This design comes from an exercise in tuning for small area on the open sky130 flow, not from production work. No run shown here included a check of the RTL's function; only the layout flow was run. Power figures rest on the tool's default switching activity, not on a simulated workload.

===== design/flow/flow/run.sh =====
#!/bin/bash
# Own layout flow: the standard flow (standard.sh) with two changes.
#  - Synthesis reads a copy of the design in which the RTL's full and half
#    adder modules (sprite_fa, sprite_ha) are the library's fa_1 / ha_1 cells,
#    and the flow's own full-adder extraction is off (ADDER_MAP_FILE empty),
#    so the adder tree is built as the RTL lays it out. Everything else,
#    registers included, is the standard synthesis.
#  - Every port still gets a buffer, but a plain buf_1 instead of the delay
#    buffer that buffer_ports picks by default.
# Each step's full output goes to a log file in the work folder.
set -euo pipefail
WORK=$(pwd)
python3 flow/mapcells.py design.v "$WORK/design_cells.v" > mapcells.log 2>&1
COMMON=("VERILOG_FILES=$WORK/design_cells.v" "ADDER_MAP_FILE=")
bash standard.sh "${COMMON[@]}" synth > synth.log 2>&1
bash standard.sh "${COMMON[@]}" "BUFFER_PORTS_ARGS=-buffer_cell sky130_fd_sc_hd__buf_1" finish > layout.log 2>&1

===== design/flow/flow/mapcells.py =====
# Writes a copy of the design in which the sprite_fa and sprite_ha modules
# instantiate the library full and half adder cells.
import re, sys
src = open(sys.argv[1]).read()
fa = """module sprite_fa (a, b, ci, s, co);
   input a, b, ci;
   output s, co;
   sky130_fd_sc_hd__fa_1 u_cell (.A(a), .B(b), .CIN(ci), .SUM(s), .COUT(co));
endmodule
"""
ha = """module sprite_ha (a, b, s, co);
   input a, b;
   output s, co;
   sky130_fd_sc_hd__ha_1 u_cell (.A(a), .B(b), .SUM(s), .COUT(co));
endmodule
"""
n1 = len(re.findall(r'\bmodule\s+sprite_fa\b', src)); n2 = len(re.findall(r'\bmodule\s+sprite_ha\b', src))
src = re.sub(r'\bmodule\s+sprite_fa\b.*?\bendmodule\b', fa, src, flags=re.S)
src = re.sub(r'\bmodule\s+sprite_ha\b.*?\bendmodule\b', ha, src, flags=re.S)
sys.stderr.write(f"replaced {n1} fa, {n2} ha modules\n")
open(sys.argv[2], 'w').write(src)

===== design/flow/standard.sh =====
#!/bin/bash
# synth_recipe.tcl (not shown) runs the flow's synth.tcl, then flattens the netlist and writes it again
# the make line also repeats each setting of config.mk as NAME=value (left out here)
make -C /OpenROAD-flow-scripts/flow DESIGN_CONFIG=/design/flow/config.mk WORK_HOME=/design/flow/orfs CLKGATE_MAP_FILE= SYNTH_SCRIPT=/design/flow/synth_recipe.tcl "${@:-finish}"

===== design/flow/config.mk =====
export PLATFORM = sky130hd
export DESIGN_NAME = sprite_compositor
export DESIGN_NICKNAME = sprite_compositor
export VERILOG_FILES = /design/flow/design.v
export SDC_FILE = /design/flow/constraint.sdc
export NUM_CORES = 4
export LEC_CHECK = 0
export ABC_AREA = 1
export CAP_MARGIN = 20
export CORE_MARGIN = 2
export CORE_UTILIZATION = 40
export SLEW_MARGIN = 20

===== design/flow/constraint.sdc =====
create_clock -name core_clock -period 7.5 [get_ports {clk}]
set_input_delay 1.5000 -clock core_clock [delete_from_list [all_inputs] [get_ports {clk}]]
set_output_delay 1.5000 -clock core_clock [all_outputs]
set_load 0.01 [all_outputs]

===== design/flow/design.v =====
package sprite_pkg;
   localparam logic [11:0] KEY_DEFAULT = 12'h428;
   localparam int PIX_W       = 12;
   localparam int XW_DEF      = 10;
   localparam int YW_DEF      = 9;
   localparam int AW_DEF      = 14;
   localparam int NUM_SPR_DEF = 8;
   typedef logic [PIX_W-1:0] pixel_t;
   typedef struct packed {
      logic              en;
      logic [XW_DEF-1:0] x;
      logic [YW_DEF-1:0] y;
      logic [XW_DEF-1:0] w;
      logic [YW_DEF-1:0] h;
   } spr_desc_t;
   function automatic logic multi_hot(input logic [31:0] v);
      multi_hot = ((v & (v - 32'd1)) != 32'd0);
   endfunction
endpackage
module sprite_hit_addr
#(
   parameter int XW = 10,
   parameter int YW = 9,
   parameter int AW = 14
) (
   input  logic          clk,
   input  logic          rst,
   input  logic          frame_start,
   input  logic          pix_req,
   input  logic [XW-1:0] col,
   input  logic [YW-1:0] row,
   input  logic          en,
   input  logic [XW-1:0] x,
   input  logic [YW-1:0] y,
   input  logic [XW-1:0] w,
   input  logic [YW-1:0] h,
   output logic [AW-1:0] addr,
   output logic          hit
);
   logic          en_reg;
   logic [XW-1:0] x_reg;
   logic [XW-1:0] w_reg;
   logic [YW-1:0] y_reg;
   logic [YW-1:0] h_reg;
   logic          hit_next;
   logic [9:0] dx;
   logic [10:0] dx_c;
   logic dx_co;
   logic [8:0] dy;
   logic [9:0] dy_c;
   logic dy_co;
   logic [10:0] dx_lt_b;
   logic dx_lt;
   logic [9:0] dy_lt_b;
   logic dy_lt;
   logic [11:0] w3;
   logic [11:0] w3_c;
   logic s1_0;
   logic s2_0;
   logic s3_0;
   logic s1_1;
   logic s2_1;
   logic s3_1;
   logic s1_2;
   logic s2_2;
   logic s3_2;
   logic s1_3;
   logic s2_3;
   logic s3_3;
   logic pp0_0;
   logic pp0_1;
   logic pp0_2;
   logic pp0_3;
   logic pp0_4;
   logic pp0_5;
   logic pp0_6;
   logic pp0_7;
   logic pp0_8;
   logic pp0_9;
   logic pp0_10;
   logic pp0_11;
   logic pp1_2;
   logic pp1_3;
   logic pp1_4;
   logic pp1_5;
   logic pp1_6;
   logic pp1_7;
   logic pp1_8;
   logic pp1_9;
   logic pp1_10;
   logic pp1_11;
   logic pp1_12;
   logic pp1_13;
   logic pp2_4;
   logic pp2_5;
   logic pp2_6;
   logic pp2_7;
   logic pp2_8;
   logic pp2_9;
   logic pp2_10;
   logic pp2_11;
   logic pp2_12;
   logic pp2_13;
   logic pp3_6;
   logic pp3_7;
   logic pp3_8;
   logic pp3_9;
   logic pp3_10;
   logic pp3_11;
   logic pp3_12;
   logic pp3_13;
   logic pp4_8;
   logic pp4_9;
   logic pp4_10;
   logic pp4_11;
   logic pp4_12;
   logic pp4_13;
   logic [13:0] lin;
   logic s1;
   logic s2;
   logic s3;
   logic s4;
   logic s5;
   logic s6;
   logic s7;
   logic s8;
   logic s9;
   logic s10;
   logic s11;
   logic s12;
   logic s13;
   logic s14;
   logic s15;
   logic s16;
   logic s17;
   logic s18;
   logic s19;
   logic s20;
   logic s21;
   logic s22;
   logic s23;
   logic s24;
   logic s25;
   logic s26;
   logic s27;
   logic s28;
   logic s29;
   logic s30;
   logic s31;
   logic s32;
   logic s33;
   logic s34;
   logic s35;
   logic s36;
   logic s37;
   logic s38;
   logic s39;
   logic s40;
   logic s41;
   logic s42;
   logic s43;
   logic s44;
   logic s45;
   logic s46;
   logic s47;
   logic s48;
   logic s49;
   logic s50;
   logic s51;
   logic s52;
   logic s53;
   logic s54;
   logic s55;
   logic s56;
   logic s57;
   logic s58;
   logic s59;
   logic s60;
   logic s61;
   logic s62;
   logic s63;
   logic s64;
   logic s65;
   logic s66;
   logic s67;
   logic s68;
   logic s69;
   logic s70;
   logic s71;
   logic s72;
   logic s73;
   logic s74;
   logic s75;
   logic s76;
   logic s77;
   logic s78;
   logic s79;
   logic s80;
   logic s81;
   logic s82;
   logic s83;
   logic [5:0] fin_p;
   logic [5:0] fin_g;
   logic [5:0] fin;
   logic pg84;
   logic pp85;
   logic pg86;
   logic pp87;
   logic pg88;
   logic pp89;
   logic pg90;
   logic pp91;
   logic pg92;
   logic pp93;
   logic pg94;
   logic pp95;
   logic pg96;
   logic pp97;
   logic fin_co;
   always_ff @(posedge clk) begin
      if (rst)
         en_reg <= 1'b0;
      else if (frame_start)
         en_reg <= en;
   end
   always_ff @(posedge clk) begin
      if (frame_start) begin
         x_reg <= x;
         y_reg <= y;
         w_reg <= w;
         h_reg <= h;
      end
   end
   assign dx_c[0] = 1'b1;
   sprite_fa u_fa1 (.a(col[0]), .b(~x_reg[0]), .ci(dx_c[0]), .s(dx[0]), .co(dx_c[1]));
   sprite_fa u_fa2 (.a(col[1]), .b(~x_reg[1]), .ci(dx_c[1]), .s(dx[1]), .co(dx_c[2]));
   sprite_fa u_fa3 (.a(col[2]), .b(~x_reg[2]), .ci(dx_c[2]), .s(dx[2]), .co(dx_c[3]));
   sprite_fa u_fa4 (.a(col[3]), .b(~x_reg[3]), .ci(dx_c[3]), .s(dx[3]), .co(dx_c[4]));
   sprite_fa u_fa5 (.a(col[4]), .b(~x_reg[4]), .ci(dx_c[4]), .s(dx[4]), .co(dx_c[5]));
   sprite_fa u_fa6 (.a(col[5]), .b(~x_reg[5]), .ci(dx_c[5]), .s(dx[5]), .co(dx_c[6]));
   sprite_fa u_fa7 (.a(col[6]), .b(~x_reg[6]), .ci(dx_c[6]), .s(dx[6]), .co(dx_c[7]));
   sprite_fa u_fa8 (.a(col[7]), .b(~x_reg[7]), .ci(dx_c[7]), .s(dx[7]), .co(dx_c[8]));
   sprite_fa u_fa9 (.a(col[8]), .b(~x_reg[8]), .ci(dx_c[8]), .s(dx[8]), .co(dx_c[9]));
   sprite_fa u_fa10 (.a(col[9]), .b(~x_reg[9]), .ci(dx_c[9]), .s(dx[9]), .co(dx_c[10]));
   assign dx_co = dx_c[10];
   assign dy_c[0] = 1'b1;
   sprite_fa u_fa11 (.a(row[0]), .b(~y_reg[0]), .ci(dy_c[0]), .s(dy[0]), .co(dy_c[1]));
   sprite_fa u_fa12 (.a(row[1]), .b(~y_reg[1]), .ci(dy_c[1]), .s(dy[1]), .co(dy_c[2]));
   sprite_fa u_fa13 (.a(row[2]), .b(~y_reg[2]), .ci(dy_c[2]), .s(dy[2]), .co(dy_c[3]));
   sprite_fa u_fa14 (.a(row[3]), .b(~y_reg[3]), .ci(dy_c[3]), .s(dy[3]), .co(dy_c[4]));
   sprite_fa u_fa15 (.a(row[4]), .b(~y_reg[4]), .ci(dy_c[4]), .s(dy[4]), .co(dy_c[5]));
   sprite_fa u_fa16 (.a(row[5]), .b(~y_reg[5]), .ci(dy_c[5]), .s(dy[5]), .co(dy_c[6]));
   sprite_fa u_fa17 (.a(row[6]), .b(~y_reg[6]), .ci(dy_c[6]), .s(dy[6]), .co(dy_c[7]));
   sprite_fa u_fa18 (.a(row[7]), .b(~y_reg[7]), .ci(dy_c[7]), .s(dy[7]), .co(dy_c[8]));
   sprite_fa u_fa19 (.a(row[8]), .b(~y_reg[8]), .ci(dy_c[8]), .s(dy[8]), .co(dy_c[9]));
   assign dy_co = dy_c[9];
   assign dx_lt_b[0] = 1'b0;
   assign dx_lt_b[1] = (~dx[0] & w_reg[0]) | (~dx[0] & dx_lt_b[0]) | (w_reg[0] & dx_lt_b[0]);
   assign dx_lt_b[2] = (~dx[1] & w_reg[1]) | (~dx[1] & dx_lt_b[1]) | (w_reg[1] & dx_lt_b[1]);
   assign dx_lt_b[3] = (~dx[2] & w_reg[2]) | (~dx[2] & dx_lt_b[2]) | (w_reg[2] & dx_lt_b[2]);
   assign dx_lt_b[4] = (~dx[3] & w_reg[3]) | (~dx[3] & dx_lt_b[3]) | (w_reg[3] & dx_lt_b[3]);
   assign dx_lt_b[5] = (~dx[4] & w_reg[4]) | (~dx[4] & dx_lt_b[4]) | (w_reg[4] & dx_lt_b[4]);
   assign dx_lt_b[6] = (~dx[5] & w_reg[5]) | (~dx[5] & dx_lt_b[5]) | (w_reg[5] & dx_lt_b[5]);
   assign dx_lt_b[7] = (~dx[6] & w_reg[6]) | (~dx[6] & dx_lt_b[6]) | (w_reg[6] & dx_lt_b[6]);
   assign dx_lt_b[8] = (~dx[7] & w_reg[7]) | (~dx[7] & dx_lt_b[7]) | (w_reg[7] & dx_lt_b[7]);
   assign dx_lt_b[9] = (~dx[8] & w_reg[8]) | (~dx[8] & dx_lt_b[8]) | (w_reg[8] & dx_lt_b[8]);
   assign dx_lt_b[10] = (~dx[9] & w_reg[9]) | (~dx[9] & dx_lt_b[9]) | (w_reg[9] & dx_lt_b[9]);
   assign dx_lt = dx_lt_b[10];
   assign dy_lt_b[0] = 1'b0;
   assign dy_lt_b[1] = (~dy[0] & h_reg[0]) | (~dy[0] & dy_lt_b[0]) | (h_reg[0] & dy_lt_b[0]);
   assign dy_lt_b[2] = (~dy[1] & h_reg[1]) | (~dy[1] & dy_lt_b[1]) | (h_reg[1] & dy_lt_b[1]);
   assign dy_lt_b[3] = (~dy[2] & h_reg[2]) | (~dy[2] & dy_lt_b[2]) | (h_reg[2] & dy_lt_b[2]);
   assign dy_lt_b[4] = (~dy[3] & h_reg[3]) | (~dy[3] & dy_lt_b[3]) | (h_reg[3] & dy_lt_b[3]);
   assign dy_lt_b[5] = (~dy[4] & h_reg[4]) | (~dy[4] & dy_lt_b[4]) | (h_reg[4] & dy_lt_b[4]);
   assign dy_lt_b[6] = (~dy[5] & h_reg[5]) | (~dy[5] & dy_lt_b[5]) | (h_reg[5] & dy_lt_b[5]);
   assign dy_lt_b[7] = (~dy[6] & h_reg[6]) | (~dy[6] & dy_lt_b[6]) | (h_reg[6] & dy_lt_b[6]);
   assign dy_lt_b[8] = (~dy[7] & h_reg[7]) | (~dy[7] & dy_lt_b[7]) | (h_reg[7] & dy_lt_b[7]);
   assign dy_lt_b[9] = (~dy[8] & h_reg[8]) | (~dy[8] & dy_lt_b[8]) | (h_reg[8] & dy_lt_b[8]);
   assign dy_lt = dy_lt_b[9];
   assign w3[0] = w_reg[0];
   sprite_ha u_ha20 (.a(w_reg[1]), .b(w_reg[0]), .s(w3[1]), .co(w3_c[2]));
   sprite_fa u_fa21 (.a(w_reg[2]), .b(w_reg[1]), .ci(w3_c[2]), .s(w3[2]), .co(w3_c[3]));
   sprite_fa u_fa22 (.a(w_reg[3]), .b(w_reg[2]), .ci(w3_c[3]), .s(w3[3]), .co(w3_c[4]));
   sprite_fa u_fa23 (.a(w_reg[4]), .b(w_reg[3]), .ci(w3_c[4]), .s(w3[4]), .co(w3_c[5]));
   sprite_fa u_fa24 (.a(w_reg[5]), .b(w_reg[4]), .ci(w3_c[5]), .s(w3[5]), .co(w3_c[6]));
   sprite_fa u_fa25 (.a(w_reg[6]), .b(w_reg[5]), .ci(w3_c[6]), .s(w3[6]), .co(w3_c[7]));
   sprite_fa u_fa26 (.a(w_reg[7]), .b(w_reg[6]), .ci(w3_c[7]), .s(w3[7]), .co(w3_c[8]));
   sprite_fa u_fa27 (.a(w_reg[8]), .b(w_reg[7]), .ci(w3_c[8]), .s(w3[8]), .co(w3_c[9]));
   sprite_fa u_fa28 (.a(w_reg[9]), .b(w_reg[8]), .ci(w3_c[9]), .s(w3[9]), .co(w3_c[10]));
   sprite_ha u_ha29 (.a(w_reg[9]), .b(w3_c[10]), .s(w3[10]), .co(w3[11]));
   assign s1_0 = dy[0] & ~dy[1];
   assign s2_0 = ~dy[0] & dy[1];
   assign s3_0 = dy[0] & dy[1];
   assign s1_1 = dy[2] & ~dy[3];
   assign s2_1 = ~dy[2] & dy[3];
   assign s3_1 = dy[2] & dy[3];
   assign s1_2 = dy[4] & ~dy[5];
   assign s2_2 = ~dy[4] & dy[5];
   assign s3_2 = dy[4] & dy[5];
   assign s1_3 = dy[6] & ~dy[7];
   assign s2_3 = ~dy[6] & dy[7];
   assign s3_3 = dy[6] & dy[7];
   assign pp0_0 = (dy[0] & w_reg[0]);
   assign pp0_1 = (s1_0 & w_reg[1]) | (s2_0 & w_reg[0]) | (s3_0 & w3[1]);
   assign pp0_2 = (s1_0 & w_reg[2]) | (s2_0 & w_reg[1]) | (s3_0 & w3[2]);
   assign pp0_3 = (s1_0 & w_reg[3]) | (s2_0 & w_reg[2]) | (s3_0 & w3[3]);
   assign pp0_4 = (s1_0 & w_reg[4]) | (s2_0 & w_reg[3]) | (s3_0 & w3[4]);
   assign pp0_5 = (s1_0 & w_reg[5]) | (s2_0 & w_reg[4]) | (s3_0 & w3[5]);
   assign pp0_6 = (s1_0 & w_reg[6]) | (s2_0 & w_reg[5]) | (s3_0 & w3[6]);
   assign pp0_7 = (s1_0 & w_reg[7]) | (s2_0 & w_reg[6]) | (s3_0 & w3[7]);
   assign pp0_8 = (s1_0 & w_reg[8]) | (s2_0 & w_reg[7]) | (s3_0 & w3[8]);
   assign pp0_9 = (s1_0 & w_reg[9]) | (s2_0 & w_reg[8]) | (s3_0 & w3[9]);
   assign pp0_10 = (s2_0 & w_reg[9]) | (s3_0 & w3[10]);
   assign pp0_11 = (s3_0 & w3[11]);
   assign pp1_2 = (dy[2] & w_reg[0]);
   assign pp1_3 = (s1_1 & w_reg[1]) | (s2_1 & w_reg[0]) | (s3_1 & w3[1]);
   assign pp1_4 = (s1_1 & w_reg[2]) | (s2_1 & w_reg[1]) | (s3_1 & w3[2]);
   assign pp1_5 = (s1_1 & w_reg[3]) | (s2_1 & w_reg[2]) | (s3_1 & w3[3]);
   assign pp1_6 = (s1_1 & w_reg[4]) | (s2_1 & w_reg[3]) | (s3_1 & w3[4]);
   assign pp1_7 = (s1_1 & w_reg[5]) | (s2_1 & w_reg[4]) | (s3_1 & w3[5]);
   assign pp1_8 = (s1_1 & w_reg[6]) | (s2_1 & w_reg[5]) | (s3_1 & w3[6]);
   assign pp1_9 = (s1_1 & w_reg[7]) | (s2_1 & w_reg[6]) | (s3_1 & w3[7]);
   assign pp1_10 = (s1_1 & w_reg[8]) | (s2_1 & w_reg[7]) | (s3_1 & w3[8]);
   assign pp1_11 = (s1_1 & w_reg[9]) | (s2_1 & w_reg[8]) | (s3_1 & w3[9]);
   assign pp1_12 = (s2_1 & w_reg[9]) | (s3_1 & w3[10]);
   assign pp1_13 = (s3_1 & w3[11]);
   assign pp2_4 = (dy[4] & w_reg[0]);
   assign pp2_5 = (s1_2 & w_reg[1]) | (s2_2 & w_reg[0]) | (s3_2 & w3[1]);
   assign pp2_6 = (s1_2 & w_reg[2]) | (s2_2 & w_reg[1]) | (s3_2 & w3[2]);
   assign pp2_7 = (s1_2 & w_reg[3]) | (s2_2 & w_reg[2]) | (s3_2 & w3[3]);
   assign pp2_8 = (s1_2 & w_reg[4]) | (s2_2 & w_reg[3]) | (s3_2 & w3[4]);
   assign pp2_9 = (s1_2 & w_reg[5]) | (s2_2 & w_reg[4]) | (s3_2 & w3[5]);
   assign pp2_10 = (s1_2 & w_reg[6]) | (s2_2 & w_reg[5]) | (s3_2 & w3[6]);
   assign pp2_11 = (s1_2 & w_reg[7]) | (s2_2 & w_reg[6]) | (s3_2 & w3[7]);
   assign pp2_12 = (s1_2 & w_reg[8]) | (s2_2 & w_reg[7]) | (s3_2 & w3[8]);
   assign pp2_13 = (s1_2 & w_reg[9]) | (s2_2 & w_reg[8]) | (s3_2 & w3[9]);
   assign pp3_6 = (dy[6] & w_reg[0]);
   assign pp3_7 = (s1_3 & w_reg[1]) | (s2_3 & w_reg[0]) | (s3_3 & w3[1]);
   assign pp3_8 = (s1_3 & w_reg[2]) | (s2_3 & w_reg[1]) | (s3_3 & w3[2]);
   assign pp3_9 = (s1_3 & w_reg[3]) | (s2_3 & w_reg[2]) | (s3_3 & w3[3]);
   assign pp3_10 = (s1_3 & w_reg[4]) | (s2_3 & w_reg[3]) | (s3_3 & w3[4]);
   assign pp3_11 = (s1_3 & w_reg[5]) | (s2_3 & w_reg[4]) | (s3_3 & w3[5]);
   assign pp3_12 = (s1_3 & w_reg[6]) | (s2_3 & w_reg[5]) | (s3_3 & w3[6]);
   assign pp3_13 = (s1_3 & w_reg[7]) | (s2_3 & w_reg[6]) | (s3_3 & w3[7]);
   assign pp4_8 = dy[8] & w_reg[0];
   assign pp4_9 = dy[8] & w_reg[1];
   assign pp4_10 = dy[8] & w_reg[2];
   assign pp4_11 = dy[8] & w_reg[3];
   assign pp4_12 = dy[8] & w_reg[4];
   assign pp4_13 = dy[8] & w_reg[5];
   sprite_ha u_ha30 (.a(dx[0]), .b(pp0_0), .s(s1), .co(s2));
   assign lin[0] = s1;   
   sprite_fa u_fa31 (.a(dx[1]), .b(s2), .ci(pp0_1), .s(s3), .co(s4));
   assign lin[1] = s3;   
   sprite_fa u_fa32 (.a(dx[2]), .b(pp0_2), .ci(pp1_2), .s(s5), .co(s6));
   sprite_ha u_ha33 (.a(s4), .b(s5), .s(s7), .co(s8));
   assign lin[2] = s7;   
   sprite_fa u_fa34 (.a(pp0_3), .b(dx[3]), .ci(s6), .s(s9), .co(s10));
   sprite_fa u_fa35 (.a(pp1_3), .b(s8), .ci(s9), .s(s11), .co(s12));
   assign lin[3] = s11;   
   sprite_fa u_fa36 (.a(pp0_4), .b(dx[4]), .ci(pp1_4), .s(s13), .co(s14));
   sprite_fa u_fa37 (.a(s10), .b(pp2_4), .ci(s13), .s(s15), .co(s16));
   sprite_ha u_ha38 (.a(s12), .b(s15), .s(s17), .co(s18));
   assign lin[4] = s17;   
   sprite_fa u_fa39 (.a(pp0_5), .b(pp1_5), .ci(dx[5]), .s(s19), .co(s20));
   sprite_fa u_fa40 (.a(s14), .b(s19), .ci(pp2_5), .s(s21), .co(s22));
   sprite_fa u_fa41 (.a(s16), .b(s18), .ci(s21), .s(s23), .co(s24));
   assign lin[5] = s23;   
   sprite_fa u_fa42 (.a(pp0_6), .b(pp1_6), .ci(dx[6]), .s(s25), .co(s26));
   sprite_fa u_fa43 (.a(s20), .b(pp2_6), .ci(pp3_6), .s(s27), .co(s28));
   sprite_fa u_fa44 (.a(s25), .b(s22), .ci(s27), .s(s29), .co(s30));
   sprite_ha u_ha45 (.a(s24), .b(s29), .s(s31), .co(s32));
   assign lin[6] = s31;   
   sprite_fa u_fa46 (.a(pp0_7), .b(pp1_7), .ci(pp2_7), .s(s33), .co(s34));
   sprite_fa u_fa47 (.a(dx[7]), .b(s26), .ci(s33), .s(s35), .co(s36));
   sprite_fa u_fa48 (.a(s28), .b(pp3_7), .ci(s35), .s(s37), .co(s38));
   sprite_fa u_fa49 (.a(s30), .b(s32), .ci(s37), .s(s39), .co(s40));
   assign lin[7] = s39;   
   sprite_fa u_fa50 (.a(pp0_8), .b(pp1_8), .ci(pp2_8), .s(s41), .co(s42));
   sprite_fa u_fa51 (.a(s34), .b(s41), .ci(dx[8]), .s(s43), .co(s44));
   sprite_fa u_fa52 (.a(pp3_8), .b(s36), .ci(pp4_8), .s(s45), .co(s46));
   sprite_fa u_fa53 (.a(s43), .b(s38), .ci(s45), .s(s47), .co(s48));
   sprite_fa u_fa54 (.a(pp0_9), .b(pp1_9), .ci(pp2_9), .s(s49), .co(s50));
   sprite_fa u_fa55 (.a(s42), .b(s49), .ci(pp3_9), .s(s51), .co(s52));
   sprite_fa u_fa56 (.a(pp4_9), .b(dx[9]), .ci(s44), .s(s53), .co(s54));
   sprite_fa u_fa57 (.a(s51), .b(s46), .ci(s53), .s(s55), .co(s56));
   sprite_fa u_fa58 (.a(pp0_10), .b(pp1_10), .ci(pp2_10), .s(s57), .co(s58));
   sprite_fa u_fa59 (.a(s50), .b(s57), .ci(pp3_10), .s(s59), .co(s60));
   sprite_fa u_fa60 (.a(pp4_10), .b(s52), .ci(s59), .s(s61), .co(s62));
   sprite_ha u_ha61 (.a(s54), .b(s61), .s(s63), .co(s64));
   sprite_fa u_fa62 (.a(pp0_11), .b(pp1_11), .ci(pp2_11), .s(s65), .co(s66));
   sprite_fa u_fa63 (.a(s58), .b(s65), .ci(pp3_11), .s(s67), .co(s68));
   sprite_fa u_fa64 (.a(pp4_11), .b(s60), .ci(s67), .s(s69), .co(s70));
   sprite_ha u_ha65 (.a(s62), .b(s69), .s(s71), .co(s72));
   sprite_fa u_fa66 (.a(pp1_12), .b(pp2_12), .ci(s66), .s(s73), .co(s74));
   sprite_fa u_fa67 (.a(pp3_12), .b(s73), .ci(pp4_12), .s(s75), .co(s76));
   sprite_fa u_fa68 (.a(s68), .b(s75), .ci(s70), .s(s77), .co(s78));
   assign s79 = pp1_13 ^ pp2_13;
   assign s80 = s79 ^ pp3_13;
   assign s81 = s74 ^ pp4_13;
   assign s82 = s80 ^ s81;
   assign s83 = s76 ^ s82;
   assign fin_p[0] = s40 ^ s47;
   assign fin_g[0] = s40 & s47;
   assign fin_p[1] = s48 ^ s55;
   assign fin_g[1] = s48 & s55;
   assign fin_p[2] = s56 ^ s63;
   assign fin_g[2] = s56 & s63;
   assign fin_p[3] = s64 ^ s71;
   assign fin_g[3] = s64 & s71;
   assign fin_p[4] = s72 ^ s77;
   assign fin_g[4] = s72 & s77;
   assign fin_p[5] = s83 ^ s78;
   assign fin_g[5] = s83 & s78;
   assign pg84 = fin_g[1] | (fin_p[1] & fin_g[0]);
   assign pp85 = fin_p[1] & fin_p[0];
   assign pg86 = fin_g[3] | (fin_p[3] & fin_g[2]);
   assign pp87 = fin_p[3] & fin_p[2];
   assign pg88 = fin_g[5] | (fin_p[5] & fin_g[4]);
   assign pp89 = fin_p[5] & fin_p[4];
   assign pg90 = fin_g[2] | (fin_p[2] & pg84);
   assign pp91 = fin_p[2] & pp85;
   assign pg92 = pg86 | (pp87 & pg84);
   assign pp93 = pp87 & pp85;
   assign pg94 = fin_g[4] | (fin_p[4] & pg92);
   assign pp95 = fin_p[4] & pp93;
   assign pg96 = pg88 | (pp89 & pg92);
   assign pp97 = pp89 & pp93;
   assign fin[0] = fin_p[0] ^ 1'b0;
   assign fin[1] = fin_p[1] ^ fin_g[0];
   assign fin[2] = fin_p[2] ^ pg84;
   assign fin[3] = fin_p[3] ^ pg90;
   assign fin[4] = fin_p[4] ^ pg92;
   assign fin[5] = fin_p[5] ^ pg94;
   assign fin_co = pg96;
   assign lin[8] = fin[0];
   assign lin[9] = fin[1];
   assign lin[10] = fin[2];
   assign lin[11] = fin[3];
   assign lin[12] = fin[4];
   assign lin[13] = fin[5];
   assign hit_next = pix_req && en_reg && dx_co && dy_co && dx_lt && dy_lt;
   always_ff @(posedge clk) begin
      if (rst) begin
         addr <= '0;
         hit  <= 1'b0;
      end else begin
         hit  <= hit_next;
         addr <= hit_next ? lin : '0;
      end
   end
endmodule
module sprite_fa (
   input  logic a,
   input  logic b,
   input  logic ci,
   output logic s,
   output logic co
);
   assign s  = a ^ b ^ ci;
   assign co = (a & b) | (a & ci) | (b & ci);
endmodule
module sprite_ha (
   input  logic a,
   input  logic b,
   output logic s,
   output logic co
);
   assign s  = a ^ b;
   assign co = a & b;
endmodule
module sprite_compositor
#(
   parameter int          NUM_SPR = 8,
   parameter int          XW      = 10,
   parameter int          YW      = 9,
   parameter int          AW      = 14,
   parameter logic [11:0] KEY     = sprite_pkg::KEY_DEFAULT
) (
   input  logic                     clk,
   input  logic                     rst,
   input  logic                     frame_start,
   input  logic                     pix_req,
   input  logic [XW-1:0]            col_in,
   input  logic [YW-1:0]            row_in,
   input  logic [NUM_SPR-1:0]       spr_en,
   input  logic [NUM_SPR*XW-1:0]    spr_x,
   input  logic [NUM_SPR*YW-1:0]    spr_y,
   input  logic [NUM_SPR*XW-1:0]    spr_w,
   input  logic [NUM_SPR*YW-1:0]    spr_h,
   output logic [NUM_SPR*AW-1:0]    spr_addr,
   input  logic [NUM_SPR*12-1:0]    spr_data,
   input  logic [11:0]              bg_data,
   input  logic                     ovl_en,
   input  logic [11:0]              ovl_data,
   output logic [11:0]              pix_out,
   output logic                     pix_valid,
   output logic [$clog2(NUM_SPR):0] top_id,
   output logic [NUM_SPR-1:0]       coll_flags
);
   localparam int IDW = $clog2(NUM_SPR) + 1;
   logic [NUM_SPR-1:0] hit1;
   logic [NUM_SPR-1:0] hit2;
   logic [NUM_SPR-1:0] opaque;
   logic [NUM_SPR-1:0] higher;
   logic [NUM_SPR-1:0] sel;
   logic [NUM_SPR-1:0] seen1;
   logic [NUM_SPR-1:0] seen2;
   logic [NUM_SPR-1:0] coll_event;
   logic [NUM_SPR-1:0] acc_reg;
   logic               valid1;
   logic               valid2;
   logic               ovl1;
   logic               ovl2;
   logic               live;
   logic               sel_bg;
   logic               sel_ovl;
   logic               sel_hold;
   sprite_pkg::pixel_t pix_next;
   logic [IDW-1:0]     id_next;
   genvar gi;
   generate
      for (gi = 0; gi < NUM_SPR; gi++) begin : g_chan
         sprite_hit_addr #(
            .XW (XW),
            .YW (YW),
            .AW (AW)
         ) u_hit (
            .clk         (clk),
            .rst         (rst),
            .frame_start (frame_start),
            .pix_req     (pix_req),
            .col         (col_in),
            .row         (row_in),
            .en          (spr_en[gi]),
            .x           (spr_x[gi*XW +: XW]),
            .y           (spr_y[gi*YW +: YW]),
            .w           (spr_w[gi*XW +: XW]),
            .h           (spr_h[gi*YW +: YW]),
            .addr        (spr_addr[gi*AW +: AW]),
            .hit         (hit1[gi])
         );
         assign opaque[gi] = hit2[gi] && (spr_data[gi*12 +: 12] != KEY);
      end
   endgenerate
   always_ff @(posedge clk) begin
      if (rst) begin
         valid1 <= 1'b0;
         ovl1   <= 1'b0;
         valid2 <= 1'b0;
         ovl2   <= 1'b0;
         hit2   <= '0;
      end else begin
         valid1 <= pix_req;
         ovl1   <= ovl_en;
         valid2 <= valid1;
         ovl2   <= ovl1;
         hit2   <= hit1;
      end
   end
   always_comb begin
      higher[NUM_SPR-1] = 1'b0;
      for (int i = NUM_SPR - 2; i >= 0; i--)
         higher[i] = higher[i+1] | opaque[i+1];
      live     = !rst && valid2 && !ovl2;
      for (int i = 0; i < NUM_SPR; i++)
         sel[i] = live && opaque[i] && !higher[i];
      sel_ovl  = !rst && valid2 && ovl2;
      sel_bg   = live && !(higher[0] | opaque[0]);
      sel_hold = !rst && !valid2;
      pix_next = ({12{sel_ovl}} & ovl_data) | ({12{sel_bg}} & bg_data)
               | ({12{sel_hold}} & pix_out);
      id_next  = {IDW{sel_hold}} & top_id;
      for (int i = 0; i < NUM_SPR; i++) begin
         pix_next = pix_next | ({12{sel[i]}} & spr_data[i*12 +: 12]);
         id_next  = id_next | ({IDW{sel[i]}} & IDW'(i + 1));
      end
      seen1[0] = opaque[0];
      seen2[0] = 1'b0;
      for (int i = 1; i < NUM_SPR; i++) begin
         seen1[i] = seen1[i-1] | opaque[i];
         seen2[i] = seen2[i-1] | (seen1[i-1] & opaque[i]);
      end
      coll_event = {NUM_SPR{seen2[NUM_SPR-1]}} & opaque;
   end
   always_ff @(posedge clk) begin
      pix_out <= pix_next;
      top_id  <= id_next;
   end
   always_ff @(posedge clk) begin
      if (rst) begin
         pix_valid  <= 1'b0;
         acc_reg    <= '0;
         coll_flags <= '0;
      end else begin
         pix_valid <= valid2;
         if (frame_start) begin
            coll_flags <= acc_reg | coll_event;
            acc_reg    <= '0;
         end else begin
            acc_reg    <= acc_reg | coll_event;
         end
      end
   end
endmodule

==> results.cfg, run 1 <==
[worst_setup_path]
critPathLaunch = col_in[0]
critPathCaptureType = flop
worst-r2r-cell-count = 23
reg2reg_to = g_chan[4].u_hit.addr[13]$_SDFF_PP0_
critPathKind = primary input to flop
start_kind = primary input
reg2reg_from = g_chan[4].u_hit.w_reg[1]$_DFFE_PP_
crit_required_ns = 8.02
cp_data_arrival_time_ns = 7.82
r2r_setup_slack_ns = 0.25
crit_fanout = 8

[placed_design]
pre_cts_ws_ns = -0.583
hpwl_um = 103000
io_buffers = 592
dp_cells = 5795
gp_congestion = 1.04

[synthesis]
synth-main-ff-cell = edfxtp_1
netlist_area_um2 = 35900
yosysTopAreaCell = fa_1
synth_commonest_cells = nand2_1, inv_1, fa_1
synth_edf_count = 304
ys_ff_latch = 477
synth_top_cell_area_share_pct = 26.8
synthesis.instances = 3736
ys_warn_count = 2
yosysUniqueCellTypes = 43
synth_area_leaders = fa_1, edfxtp_1, dfxtp_1, nand2_1, inv_1
yosysMostFrequentCell = nand2_1
async_flop_share_pct = 0
synth_area_per_cell_um2 = 9.60
ys_seq_area_share_pct = 35.1

[clock_tree]
cts_sinks = 477
cts.path.max_buffers = 3
clk_latency_ns = 0.65
ctsHoldBuffers = 0
h-tree-depth = 2
cts_tree = done
cts_buffers = 56
cts-root-buf = clkbuf_16
path_clk_slew_ns = 0.06

[route]
drt-met1-wl_um = 52200
vias = 30310
drc = 0
wl_met3_um = 11100
ant_nets = 0
firstDrtPassIters = 7
highest_layer = met5
vias_per_cell = 5.12
wl_per_cell_um = 21.7
drt_iter0_drc = 2721
met2RoutedLength_um = 59300
wl_um = 129000

[power_and_ir_drop]
power.leakage_uw = 0.0201
p_total_uw = 21100
peakVddDrop_mv = 0.426
power_density_nw_per_um2 = 476

[die]
die_area_um2 = 92100
row_count = 109
initial_core_util_pct = 40.5
chipWidth_um = 303
ios = 593
core_um2 = 88600
die_h_um = 303

[worst_hold_path]
hold_end = hit2[7]$_SDFF_PP0_
min-delay-start = g_chan[7].u_hit.hit$_SDFF_PP0_
hold_path_depth = 2
hp-class = flop to flop

[job]
drv_cap = 0

[final_layout]
synthToLayoutAreaGrowth_pct = 23.7
n_fill_cell = 8444
drive_gt1_share_pct = 12.5
largest_register_ff_count = 112
final_cells = 5918
layout.nets = 5693

[status]
run_status = finished clean

[sta]
fin_skew_ns = 0.0167
period_share_pct = 97.4
fin_setup_tns_ns = 0
setup_ws_ns = 0.193
hold_viol = 0
slew_viol_final = 0
fmax_mhz = 137
rsz0062_at_grt = yes
slew-limit-headroom_pct = 31.1
fin_crit_ns = 7.31
max_slew.worst_pin.slew_ns = 1.03
report.final.setup_viol = 0

[grt]
overflow = 0
grt_pass1_wl_um = 188000
grt_use_total_pct = 27.9
antenna_found_initial = 21
grt_max_degree = 147
grt_pass1_vias = 30319
-- cell families after synthesis --
kind of cell | synth area share (%)
other cells | 0.0105
buf+inv | 8.35
xor+xnor | 2.78
fa+ha+maj | 29.1
compound gates | 9.57
flops | 35.1
simple gates | 15.1
-- layout by cell type, fill, tap and decap left out, drive strengths merged --
master and n:
nor3 27, a31oi 10, nand4 9, a21oi 27
nor2 316, o21bai 17, o211ai 53, a2111oi 8
buf 920, and3 3, or2 11, clkbuf 84
edfxtp 304, o22ai 79, dfxtp 173, maj3 3
a22o 8, and3b 1, xor2 60, clkinv 22
xnor2 54, conb 16, o221ai 208, nand3b 5
inv 735, ha 64, diode 14, bufinv 10
o21ai 49, clkinvlp 6, o2bb2ai 1, nand2 892
fa 480, nand3 84
-- where the power goes --
group          internal, µW  switching (µW)
clock                  1770            1180
combinational          7680            7400
sequential             2960             131
-- worst max path at each step --
stage	slack [ns]	to
after global routing	-0.05	g_chan[7].u_hit.addr[13]$_SDFF_PP0_
after global placement	-0.52	g_chan[0].u_hit.addr[13]$_SDFF_PP0_
after floorplan	-0.0005	g_chan[7].u_hit.addr[13]$_SDFF_PP0_
after detailed placement	-0.58	g_chan[4].u_hit.addr[13]$_SDFF_PP0_
after CTS	0.1	g_chan[4].u_hit.addr[13]$_SDFF_PP0_
final	0.19	g_chan[7].u_hit.addr[13]$_SDFF_PP0_
-- final cells by class --
type / instances / area [µm²] / area share (%)
Clock inverter: 42 / 507 / 1.14
Clock buffer: 62 / 1480 / 3.33
Antenna cell: 14 / 35.0 / 0.0789
Sequential cell: 477 / 12600 / 28.4
Inverter: 731 / 2740 / 6.18
Timing Repair Buffer: 942 / 4990 / 11.2
Tap cell: 1165 / 1460 / 3.28
Multi-Input combinational cell: 2485 / 20600 / 46.4
-- per-stage QoR --
stage	hold slack, ns	utilization, %	instance area, µm²
final	0.405	50.1	44400
after global routing	0.420	50.1	44400
after CTS	0.399	49.7	44100
after detailed placement	0.394	47.5	42100
after global placement	0.392	47.5	42100
after floorplan	0.388	-	36000
-- per-layer routing --
layer,track usage [%],vias to the layer above
li1,-,13997
met1,35.9,14660
met3,6.48,270
met2,45.4,1369
met5,0.259,-
met4,11.5,14
-- worst max-delay path, cell delays in order --
cell and delay (ns):
clkbuf_2 0.11, buf_12 0.17, fa_1 0.44, fa_2 0.35, fa_1 0.39, fa_1 0.39
fa_1 0.39, fa_2 0.35, fa_2 0.35, fa_2 0.35, fa_2 0.35, fa_1 0.52
fa_1 0.61, fa_1 0.46, nor2_1 0.11, o21ai_1 0.08, maj3_1 0.38, o21ai_2 0.16
or2_2 0.15, nand2_1 0.05, nand2_1 0.05, nand2_1 0.04, inv_1 0.04, nor2_1 0.03
-- timing repair --
action	CTS	global route
setup endpoints to repair	0	14
gates resized for setup	0	70
setup buffers	0	5
==> inputs of run 2 (changes only) <==
--- a/design/flow/design.v
+++ b/design/flow/design.v
@@ -199,24 +199,18 @@
    logic s81;
    logic s82;
    logic s83;
-   logic [5:0] fin_p;
-   logic [5:0] fin_g;
-   logic [5:0] fin;
-   logic pg84;
-   logic pp85;
-   logic pg86;
-   logic pp87;
-   logic pg88;
-   logic pp89;
-   logic pg90;
-   logic pp91;
-   logic pg92;
-   logic pp93;
-   logic pg94;
-   logic pp95;
-   logic pg96;
-   logic pp97;
-   logic fin_co;
+   logic s84;
+   logic s85;
+   logic s86;
+   logic s87;
+   logic s88;
+   logic s89;
+   logic s90;
+   logic s91;
+   logic s92;
+   logic s93;
+   logic s94;
+   logic s95;
    always_ff @(posedge clk) begin
       if (rst)
          en_reg <= 1'b0;
@@ -380,65 +374,39 @@
    sprite_fa u_fa51 (.a(s34), .b(s41), .ci(dx[8]), .s(s43), .co(s44));
    sprite_fa u_fa52 (.a(pp3_8), .b(s36), .ci(pp4_8), .s(s45), .co(s46));
    sprite_fa u_fa53 (.a(s43), .b(s38), .ci(s45), .s(s47), .co(s48));
-   sprite_fa u_fa54 (.a(pp0_9), .b(pp1_9), .ci(pp2_9), .s(s49), .co(s50));
-   sprite_fa u_fa55 (.a(s42), .b(s49), .ci(pp3_9), .s(s51), .co(s52));
-   sprite_fa u_fa56 (.a(pp4_9), .b(dx[9]), .ci(s44), .s(s53), .co(s54));
-   sprite_fa u_fa57 (.a(s51), .b(s46), .ci(s53), .s(s55), .co(s56));
-   sprite_fa u_fa58 (.a(pp0_10), .b(pp1_10), .ci(pp2_10), .s(s57), .co(s58));
-   sprite_fa u_fa59 (.a(s50), .b(s57), .ci(pp3_10), .s(s59), .co(s60));
-   sprite_fa u_fa60 (.a(pp4_10), .b(s52), .ci(s59), .s(s61), .co(s62));
-   sprite_ha u_ha61 (.a(s54), .b(s61), .s(s63), .co(s64));
-   sprite_fa u_fa62 (.a(pp0_11), .b(pp1_11), .ci(pp2_11), .s(s65), .co(s66));
-   sprite_fa u_fa63 (.a(s58), .b(s65), .ci(pp3_11), .s(s67), .co(s68));
-   sprite_fa u_fa64 (.a(pp4_11), .b(s60), .ci(s67), .s(s69), .co(s70));
-   sprite_ha u_ha65 (.a(s62), .b(s69), .s(s71), .co(s72));
-   sprite_fa u_fa66 (.a(pp1_12), .b(pp2_12), .ci(s66), .s(s73), .co(s74));
-   sprite_fa u_fa67 (.a(pp3_12), .b(s73), .ci(pp4_12), .s(s75), .co(s76));
-   sprite_fa u_fa68 (.a(s68), .b(s75), .ci(s70), .s(s77), .co(s78));
-   assign s79 = pp1_13 ^ pp2_13;
-   assign s80 = s79 ^ pp3_13;
-   assign s81 = s74 ^ pp4_13;
-   assign s82 = s80 ^ s81;
-   assign s83 = s76 ^ s82;
-   assign fin_p[0] = s40 ^ s47;
-   assign fin_g[0] = s40 & s47;
-   assign fin_p[1] = s48 ^ s55;
-   assign fin_g[1] = s48 & s55;
-   assign fin_p[2] = s56 ^ s63;
-   assign fin_g[2] = s56 & s63;
-   assign fin_p[3] = s64 ^ s71;
-   assign fin_g[3] = s64 & s71;
-   assign fin_p[4] = s72 ^ s77;
-   assign fin_g[4] = s72 & s77;
-   assign fin_p[5] = s83 ^ s78;
-   assign fin_g[5] = s83 & s78;
-   assign pg84 = fin_g[1] | (fin_p[1] & fin_g[0]);
-   assign pp85 = fin_p[1] & fin_p[0];
-   assign pg86 = fin_g[3] | (fin_p[3] & fin_g[2]);
-   assign pp87 = fin_p[3] & fin_p[2];
-   assign pg88 = fin_g[5] | (fin_p[5] & fin_g[4]);
-   assign pp89 = fin_p[5] & fin_p[4];
-   assign pg90 = fin_g[2] | (fin_p[2] & pg84);
-   assign pp91 = fin_p[2] & pp85;
-   assign pg92 = pg86 | (pp87 & pg84);
-   assign pp93 = pp87 & pp85;
-   assign pg94 = fin_g[4] | (fin_p[4] & pg92);
-   assign pp95 = fin_p[4] & pp93;
-   assign pg96 = pg88 | (pp89 & pg92);
-   assign pp97 = pp89 & pp93;
-   assign fin[0] = fin_p[0] ^ 1'b0;
-   assign fin[1] = fin_p[1] ^ fin_g[0];
-   assign fin[2] = fin_p[2] ^ pg84;
-   assign fin[3] = fin_p[3] ^ pg90;
-   assign fin[4] = fin_p[4] ^ pg92;
-   assign fin[5] = fin_p[5] ^ pg94;
-   assign fin_co = pg96;
-   assign lin[8] = fin[0];
-   assign lin[9] = fin[1];
-   assign lin[10] = fin[2];
-   assign lin[11] = fin[3];
-   assign lin[12] = fin[4];
-   assign lin[13] = fin[5];
+   sprite_ha u_ha54 (.a(s40), .b(s47), .s(s49), .co(s50));
+   assign lin[8] = s49;   
+   sprite_fa u_fa55 (.a(pp0_9), .b(pp1_9), .ci(pp2_9), .s(s51), .co(s52));
+   sprite_fa u_fa56 (.a(s42), .b(s51), .ci(pp3_9), .s(s53), .co(s54));
+   sprite_fa u_fa57 (.a(pp4_9), .b(dx[9]), .ci(s44), .s(s55), .co(s56));
+   sprite_fa u_fa58 (.a(s53), .b(s46), .ci(s55), .s(s57), .co(s58));
+   sprite_fa u_fa59 (.a(s48), .b(s57), .ci(s50), .s(s59), .co(s60));
+   assign lin[9] = s59;   
+   sprite_fa u_fa60 (.a(pp0_10), .b(pp1_10), .ci(pp2_10), .s(s61), .co(s62));
+   sprite_fa u_fa61 (.a(s52), .b(s61), .ci(pp3_10), .s(s63), .co(s64));
+   sprite_fa u_fa62 (.a(pp4_10), .b(s54), .ci(s63), .s(s65), .co(s66));
+   sprite_fa u_fa63 (.a(s56), .b(s65), .ci(s58), .s(s67), .co(s68));
+   sprite_ha u_ha64 (.a(s67), .b(s60), .s(s69), .co(s70));
+   assign lin[10] = s69;   
+   sprite_fa u_fa65 (.a(pp0_11), .b(pp1_11), .ci(pp2_11), .s(s71), .co(s72));
+   sprite_fa u_fa66 (.a(s62), .b(s71), .ci(pp3_11), .s(s73), .co(s74));
+   sprite_fa u_fa67 (.a(pp4_11), .b(s64), .ci(s73), .s(s75), .co(s76));
+   sprite_fa u_fa68 (.a(s66), .b(s75), .ci(s68), .s(s77), .co(s78));
+   sprite_ha u_ha69 (.a(s70), .b(s77), .s(s79), .co(s80));
+   assign lin[11] = s79;   
+   sprite_fa u_fa70 (.a(pp1_12), .b(pp2_12), .ci(s72), .s(s81), .co(s82));
+   sprite_fa u_fa71 (.a(pp3_12), .b(s81), .ci(pp4_12), .s(s83), .co(s84));
+   sprite_fa u_fa72 (.a(s74), .b(s83), .ci(s76), .s(s85), .co(s86));
+   sprite_fa u_fa73 (.a(s85), .b(s78), .ci(s80), .s(s87), .co(s88));
+   assign lin[12] = s87;   
+   assign s89 = pp1_13 ^ pp2_13;
+   assign s90 = s89 ^ pp3_13;
+   assign s91 = s82 ^ pp4_13;
+   assign s92 = s90 ^ s91;
+   assign s93 = s84 ^ s92;
+   assign s94 = s93 ^ s86;
+   assign s95 = s94 ^ s88;
+   assign lin[13] = s95;   
    assign hit_next = pix_req && en_reg && dx_co && dy_co && dx_lt && dy_lt;
    always_ff @(posedge clk) begin
       if (rst) begin
==> run 2 against run 1 <==
Compared with the run above: critical path type unchanged; fmax shrank 9.2%; utilization grew 1.2 points; largest power group unchanged; setup slack lost 0.74 ns; synthesized area shrank 0.59%; sequential cell count is the same; wire length grew 0.26%; now fails the layout checks on setup timing; total power shrank 9.3%; first-iteration DRC count grew 0.66%.
==> results.cfg, run 2 <==
[die]
ios = 593
die_h_um = 303
chipWidth_um = 303
initial_core_util_pct = 40.4
row_count = 109
die_area_um2 = 91600
core_um2 = 88400

[synthesis]
ys_seq_area_share_pct = 35.3
yosysTopAreaCell = fa_1
synth_commonest_cells = nand2_1, inv_1, fa_1
synth-main-ff-cell = edfxtp_1
synth_top_cell_area_share_pct = 28.7
synth_area_per_cell_um2 = 9.92
synth_edf_count = 304
synthesis.instances = 3596
synth_area_leaders = fa_1, edfxtp_1, dfxtp_1, nand2_1, inv_1
ys_warn_count = 2
yosysUniqueCellTypes = 44
yosysMostFrequentCell = nand2_1
ys_ff_latch = 477
async_flop_share_pct = 0
netlist_area_um2 = 35700

[status]
run_status = failed layout checks
so.violations = setup timing

[grt]
grt_use_total_pct = 28.1
overflow = 0
grt_pass1_wl_um = 189000
antenna_found_initial = 26
grt_pass1_vias = 30148
grt_max_degree = 148

[sta]
hold_viol = 0
hold_ws_ns = 0.403
fmax_mhz = 124
slew_viol_final = 0
report.final.setup_viol = 15
fin_skew_ns = 0.0207
slew-limit-headroom_pct = 31.6
rsz0062_at_grt = yes
setup_ws_ns = -0.551
period_share_pct = 107
fin_crit_ns = 8.05
max_slew.worst_pin.slew_ns = 1.02

[final_layout]
synthToLayoutAreaGrowth_pct = 27.0
multi_input_area_um2 = 21100
drive_gt1_share_pct = 18.9
layout_common_cells = nand2_1, inv_1, buf_1
layout_commonest_cell = nand2_1
fin_util_pct = 51.3
n_fill_cell = 8335
seqCellArea_um2 = 12600
layout.nets = 5635
finalInstanceArea_um2 = 45300
largest_register_ff_count = 112

[worst_hold_path]
hp-class = flop to flop

[worst_setup_path]
path_delay_family = adder cells
crit_fanout = 4
start_kind = primary input
r2r_setup_slack_ns = -0.44
crit_path_frequent_cell = fa_2
critPathKind = primary input to flop
cpMaxStageDelayCell = fa_1
worstPathBufferInverterCount = 3
crit_required_ns = 8.06
cp_data_arrival_time_ns = 8.61
max_stage_delay_ns = 0.60
cp_cell_sequence = clkbuf_16 -> buf_12 -> fa_2 -> fa_2 -> fa_2 -> fa_2 -> fa_2 -> fa_2 -> fa_2 -> fa_2 -> fa_2 -> fa_1 -> fa_2 -> fa_2 -> fa_2 -> fa_1 -> ha_2 -> fa_2 -> xnor2_2 -> xor2_1 -> xor2_1 -> xor2_1 -> inv_1 -> nor2_1
critPathCaptureType = flop

[route]
wl_per_cell_um = 22.2
vias_per_cell = 5.12
drc = 0
vias = 29769
ant_nets = 0
wl_um = 129000
drt_iter0_drc = 2739
firstDrtPassIters = 7

[job]
drv_cap = 0

[power_and_ir_drop]
power_density_nw_per_um2 = 423
peakVddDrop_mv = 0.419
power.leakage_uw = 0.0201
p_total_uw = 19200

[clock_tree]
h-tree-depth = 2
cts.path.max_buffers = 3
cts-root-buf = clkbuf_16
cts_tree = done
clk_latency_ns = 0.64
cts_sinks = 477
path_clk_slew_ns = 0.06
cts_buffers = 56

[placed_design]
hpwl_um = 106000
pre_cts_ws_ns = -1.40
io_buffers = 592
place_area_um2 = 42900
gp_congestion = 1.04
-- run 2: worst min-delay path, delay by kind of cell, from the launching register on --
family / cells / cell delay [ns]
DFF: 1 / 0.30
buffers and inverters: 1 / 0.04
and+or+nand+nor: 1 / 0.03
-- run 2: logic make-up after synthesis --
logic type | share of synthesized area (%)
compound gates | 10.1
xor+xnor | 1.38
fa+ha+maj | 31.3
buf+inv | 8.67
flops | 35.3
other cells | 0.0105
simple gates | 13.3
-- run 2: power breakdown --
part / internal [µW] / leakage (µW) / switching (µW)
Clock: 1750 / 0.000953 / 1170
Sequential: 2960 / 0.00437 / 109
Combinational: 6160 / 0.0147 / 7000
Total: 10900 / 0.0201 / 8280
-- run 2: cell type report --
class | instances | share of cell area (%)
Antenna cell | 8 | 0.0442
Clock buffer | 75 | 3.45
Clock inverter | 31 | 0.870
Inverter | 752 | 6.25
Multi-Input combinational cell | 2321 | 46.6
Sequential cell | 477 | 27.8
Tap cell | 1165 | 3.22
Timing Repair Buffer | 987 | 11.8
-- run 2: layer usage --
layer  track usage [%]  wire length, µm  vias to the layer above
met5                 0              183                        -
met4              12.3             6170                       30
met3              5.42             9720                      298
met2              46.1            60200                     1307
met1              36.5            52600                    14462
li1                  -                -                    13672
-- run 2: path summary, 6_finish.rpt --
kind / cells past startpoint / from / to
max reg2reg: 25 / g_chan[2].u_hit.w_reg[1]$_DFFE_PP_ / g_chan[2].u_hit.addr[13]$_SDFF_PP0_
min reg2reg: 2 / g_chan[4].u_hit.hit$_SDFF_PP0_ / hit2[4]$_SDFF_PP0_
max: 24 / col_in[0] / g_chan[2].u_hit.addr[13]$_SDFF_PP0_
min: 2 / g_chan[4].u_hit.hit$_SDFF_PP0_ / hit2[4]$_SDFF_PP0_
-- run 2: metrics by stage --
stage | setup TNS, ns | std cells
4_1_cts | -3.87 | 5802
5_1_grt | -6.13 | 5813
3_3_place_gp | -25.69 | 5680
3_5_place_dp | -27.62 | 5680
2_1_floorplan | -4.11 | 3611
6_report | -3.83 | 5816
-- run 2: repair_timing --
item / in CTS / in global routing
gates cloned: 0 / 0
pin swaps: 101 / 40
gates resized for setup: 64 / 24
hold buffers: 0 / 0
setup buffers: 16 / 8
endpoints found under the setup margin: 17 / 16

what the ideal ports hide:
No port has a modelled driver above. Below, the same layouts with a new extraction and two added sets of constraints. Step 1 assumes that a clkbuf_16 drives the clock port and a buf_2 every other input. Step 2 also shifts input and output timing later by t, the mid clock arrival at the registers, as if the neighbouring blocks saw the same clock. Slacks: ideal / step 1 / step 2; pairs: ideal / step 1.
| run | shift t [ns] | slack for setup (ns) | worst setup path after step 2 | clock arrival spread, ns | cell pins on the clock port's net |
|---|---|---|---|---|---|
| run 1 | 0.708 | 0.193 / 0.208 / -0.500 | input to register | 0.020 / 0.020 | 1 |
| run 2 | 0.698 | -0.551 / -0.526 / -1.224 | input to register | 0.025 / 0.026 | 1 |
Met with ideal ports but missed after step 2: setup timing in run 1. The setup slack of run 1, which loses most, moves by +0.015 ns with the drivers and by -0.693 ns with both steps.
